From an optimization exercise on the open Yosys and OpenROAD flow, aimed at small area, a short achievable clock period and few clock cycles per item; shortcuts taken in it are not production practice.
In this exercise RTL edits were held to simulation tests only and were not proved equivalent to the original.

--- flow/design.v ---
module barrett_reduce_pipe #(
    parameter logic [63:0] Q = 64'd998244353,
    parameter int          K = 30
) (
    input  logic        clk,
    input  logic        rst,
    input  logic        in_valid,
    input  logic [63:0] in_data,
    output logic        in_ready,
    output logic        out_valid,
    output logic [31:0] out_data,
    input  logic        out_ready,
    output logic        out_err
);
    localparam int             MUW  = K + 1;
    localparam int             RW   = K + 2;
    localparam logic [MUW-1:0] MU   = MUW'((128'd1 << (2 * K)) / {64'd0, Q});
    localparam logic [127:0]   MU_W = 128'(MU);
    localparam logic [RW-1:0]  QR   = RW'(Q);
    localparam logic [63:0]    QQ   = Q * Q;
    logic            r_v1, r_v2, r_v3;
    logic [RW-1:0]   r_x1, r_q3;
    logic            r_err1, r_err2, r_err3;
    logic [RW-1:0]   r_r2;
    logic [RW-1:0]   r_res;
    logic            w_rdy1, w_rdy2, w_rdy3;
    logic [RW-1:0]   w_q3;
    logic [RW-1:0]   w_r2;
    logic [RW-1:0]   w_c1, w_c2;
    assign w_rdy3   = !r_v3 || out_ready;
    assign w_rdy2   = !r_v2 || w_rdy3;
    assign w_rdy1   = !r_v1 || w_rdy2;
    assign in_ready = w_rdy1;
    assign w_q3 = RW'((({64'd0, in_data} >> (K - 1)) * MU_W) >> (K + 1));
    assign w_r2 = r_x1 - RW'(r_q3 * QR);
    assign w_c1 = (r_r2 >= QR) ? (r_r2 - QR) : r_r2;
    assign w_c2 = (w_c1 >= QR) ? (w_c1 - QR) : w_c1;
    always_ff @(posedge clk or posedge rst) begin
        if (rst) begin
            r_v1   <= 1'b0;
            r_x1   <= '0;
            r_q3   <= '0;
            r_err1 <= 1'b0;
        end else if (w_rdy1) begin
            r_v1   <= in_valid;
            r_x1   <= in_data[RW-1:0];
            r_q3   <= w_q3;
            r_err1 <= (in_data >= QQ);
        end
    end
    always_ff @(posedge clk or posedge rst) begin
        if (rst) begin
            r_v2   <= 1'b0;
            r_r2   <= '0;
            r_err2 <= 1'b0;
        end else if (w_rdy2) begin
            r_v2   <= r_v1;
            r_r2   <= w_r2;
            r_err2 <= r_err1;
        end
    end
    always_ff @(posedge clk or posedge rst) begin
        if (rst) begin
            r_v3   <= 1'b0;
            r_res  <= '0;
            r_err3 <= 1'b0;
        end else if (w_rdy3) begin
            r_v3   <= r_v2;
            r_res  <= w_c2;
            r_err3 <= r_err2;
        end
    end
    assign out_valid = r_v3;
    assign out_data  = r_v3 ? 32'(r_res) : 32'd0;
    assign out_err   = r_v3 && r_err3;
endmodule
--- flow/run.sh ---
#!/bin/bash
# synth_recipe.tcl (not shown) runs the flow's synth.tcl, then flattens the netlist and writes it again
# the make line also repeats each setting of config.mk as NAME=value (left out here)
make -C /OpenROAD-flow-scripts/flow DESIGN_CONFIG=/design/flow/config.mk WORK_HOME=/design/flow/orfs CLKGATE_MAP_FILE= SYNTH_SCRIPT=/design/flow/synth_recipe.tcl finish
--- flow/config.mk ---
export PLATFORM = sky130hd
export DESIGN_NAME = barrett_reduce_pipe
export DESIGN_NICKNAME = barrett_reduce_pipe
export VERILOG_FILES = /design/flow/design.v
export SDC_FILE = /design/flow/constraint.sdc
export NUM_CORES = 4
export LEC_CHECK = 0
export CAP_MARGIN = 20
export CORE_MARGIN = 2
export CORE_UTILIZATION = 40
export SLEW_MARGIN = 20
--- flow/constraint.sdc ---
create_clock -name core_clock -period 9.0 [get_ports {clk}]
set_input_delay 1.8000 -clock core_clock [delete_from_list [all_inputs] [get_ports {clk}]]
set_output_delay 1.8000 -clock core_clock [all_outputs]
set_load 0.01 [all_outputs]
==> summary.txt <==
flip-flops by register name, indices dropped and copies added, names as in the netlist, 32 cells and up:
register,cells
r_r2,32
r_res,32
r_q3,32
r_x1,32
final cells by class:
| cell class | count | area, um2 | area share, % |
|---|---|---|---|
| Antenna cell | 1 | 2.502 | 0.008691 |
| Clock buffer | 20 | 466.7 | 1.621 |
| Inverter | 631 | 2374 | 8.243 |
| Sequential cell | 134 | 3353 | 11.65 |
| Tap cell | 846 | 1059 | 3.676 |
| Clock inverter | 11 | 147.6 | 0.5128 |
| Multi-Input combinational cell | 1865 | 19380 | 67.29 |
| Timing Repair Buffer | 230 | 2016 | 7.000 |
logic make-up after synthesis:
kind of cell	after synthesis	synth area share (%)
AO/OA/AOI/OAI	391	9.928
AND/OR/NAND/NOR	489	9.868
flip-flops	134	13.26
adder cells (fa/ha/maj)	871	52.61
multiplexers	4	0.1633
buffers and inverters	688	10.33
XOR/XNOR	110	3.840
per-stage QoR:
step,TNS [ps],std cells
after CTS,0,3736
after floorplan,0,2687
after global placement,-2781,3705
after detailed placement,-4110,3705
final,0,3738
after global routing,-69.96,3737
cell usage in the layout (no fill, tap or decap), types with 16 or more instances in the layout:
| cell type | netlist | final |
|---|---|---|
| inv_1 | 630 | 629 |
| ha_1 | 551 | 551 |
| fa_1 | 320 | 320 |
| nand2_1 | 134 | 134 |
| dfrtp_1 | 134 | 134 |
| buf_4 | 0 | 125 |
| a21oi_1 | 108 | 106 |
| nor2_1 | 102 | 102 |
| clkdlybuf4s50_1 | 0 | 100 |
| o21ai_0 | 85 | 84 |
| xnor2_1 | 72 | 72 |
| and2_1 | 41 | 41 |
| nor3_1 | 37 | 37 |
| xor2_1 | 37 | 37 |
| nand3_1 | 37 | 35 |
| o21a_1 | 27 | 27 |
| o31ai_1 | 25 | 25 |
| a21o_1 | 21 | 21 |
| nor4_1 | 23 | 21 |
| and3_1 | 18 | 18 |
| clkbuf_16 | 0 | 17 |
| a31oi_1 | 16 | 16 |
path summary, 6_finish.rpt:
| check | slack (ps) | to | depth (start not counted) | startpoint |
|---|---|---|---|---|
| max | 330 | r_q3[17] | 25 | in_data[43] |
| min | 460 | r_v2 | 1 | r_v1 |
| max reg2reg | 2490 | r_r2[30] | 21 | r_q3[0] |
| min reg2reg | 460 | r_v2 | 1 | r_v1 |
| max in group asynchronous | 6060 | r_res[3] | 3 | rst |
| min in group asynchronous | 1780 | r_x1[2] | 2 | rst |
metal layers:
layer | routed length (um) | part of all wire [%] | vias up
li1 | - | - | 9148
met1 | 33220 | 48 | 9340
met2 | 30320 | 44 | 401
met3 | 3677 | 5.3 | 63
met4 | 1545 | 2.2 | 0
met5 | 0 | 0 | -
worst max-delay path, stage by stage:
cell and delay [ps]:
clkdlybuf4s50_1 580, buf_4 290, fa_1 430, ha_1 290, inv_1 60, fa_1 540, fa_1 450, fa_1 530
fa_1 520, fa_1 540, inv_1 50, fa_1 480, ha_1 330, a21o_1 160, a21o_1 180, a21oi_1 160
o31a_1 220, a21oi_4 100, o21a_1 210, o211ai_1 240, a21oi_2 140, buf_4 150, o21a_1 190, o21a_1 160
o31ai_1 200
what timing repair did:
action                     4_1_cts  5_1_grt
setup endpoints to repair        1       11
hold buffers                     0        0
setup buffers                    0        1
gates resized for setup          1       11
pin swaps                        0        5
==> metrics.csv <==
metric;value;unit
status;finished clean;
clock-sinks;134;
core_area;62740;um2
final_max_slew_viol_count;0;
avgViaCountPerCell;5.070;
wirelength;68760;um
yosysMostFrequentCell;inv_1;
antenna_found_initial;3;
period_share;96.37;%
start_kind;input port;
placedInstanceArea;28120;um2
syn_nets;3626;
dr.first_iter.drc_count;1166;
syn_avg_cell_area;9.409;um2
ys_ff_latch;134;
setup.worst_path.class;input port to register;
grt_pass1_vias;20060;
post-route-util;45.90;%
drive_above_1_share;6.918;%
hold_path_class;register to register;
critPathRequiredTime;9350;ps
remaining_drc_errors;0;
grt_usage;21.78;%
grt_pass1_wl;110800;um
pin_count;103;
fmax;0.1153;GHz
yosysUniqueCellTypes;76;
worst_slew_pin_slew;927.0;ps
async_flop_share;100.0;%
min_period;8673;ps
synth_edf_count;0;
first_pass_iters;5;
yosys_warnings;1;
start_util;40.30;%
fin_nets;3818;
chipHeight;255.4;um
n_fill_cell;6006;
ys.flop_type;dfrtp_1;
synth-seq-area-share;13.26;%
setup_viol;0;
numPortBuffers;102;
cts.clk_slew.worst_paths;60;ps
ys_top_cells_by_area;ha_1 (27%), fa_1 (25%), dfrtp_1 (13%);
cp-end-kind;register;
final_hold_viol_count;0;
clockBufferDepth;2;
drv_cap;0;
clkLatencyLatePin;440;ps
drt-wirelength-per-cell;18.40;um
yosys.area.top_type;ha_1;
use_met2;33.14;%
yosys-top-cells-count;inv_1 (630), ha_1 (551), fa_1 (320);
antenna_left;0;
num_rows;92;
overflow;0;
gp_congestion;0.9740;
cts_root_buffer;clkbuf_16;
cts_made_buffers;17;
met3_usage;3.978;%
busiest_layer;met2;
critPathArrivalTime;9030;ps
die_w;255.4;um
timing.final.ws_setup;326.8;ps
syn2layout_area_growth;13.89;%
synth_area;25280;um2
netlist.area_leader.share;27.27;%
synth_cells;2687;
htreeDepth;4;
route.vias.total;18950;
finalInstanceArea;28790;um2
grt_max_degree;95;
die_area;65230;um2
clock_skew;10.56;ps
grtUsageMet1;31.77;%
relSlewSlack;38.20;%
dp_slack;-458.1;ps
cts_tree;built;
dp_hpwl;59730;um
cp_max_fo;10;
hold_slack;457.5;ps
Testbench counts, summed over its fixed seeds: cycles 8,024, items 8,000.

[afterwards: timing with drivers on the ports]
The flow's constraints put no driver on any port. The routed layout listed below was extracted and timed again, unchanged, in two steps.
Step 1: set_driving_cell puts a clkbuf_16 on clk and a buf_2 on each other input, an assumption about the parent block.
Step 2, shift: input delay + t, output delay - t, t = (earliest + latest rising clock arrival at the registers) / 2. This alone moves slack from input paths to output paths.
Slacks: no drivers / after step 1 / after step 2; pairs: no drivers / after step 1.
t (ns): 0.486
setup slack, ns: 0.327 / 0.350 / -0.136
clock arrival spread, ns: 0.010 / 0.011
slew at the worst register clock pin (ns): 0.07 / 0.07
worst data-port slew with drivers (ns): 0.04
Met with ideal ports but missed after step 2: setup timing in this run. For this run, drivers alone change the setup slack by +0.023 ns; drivers and shift together by -0.463 ns.
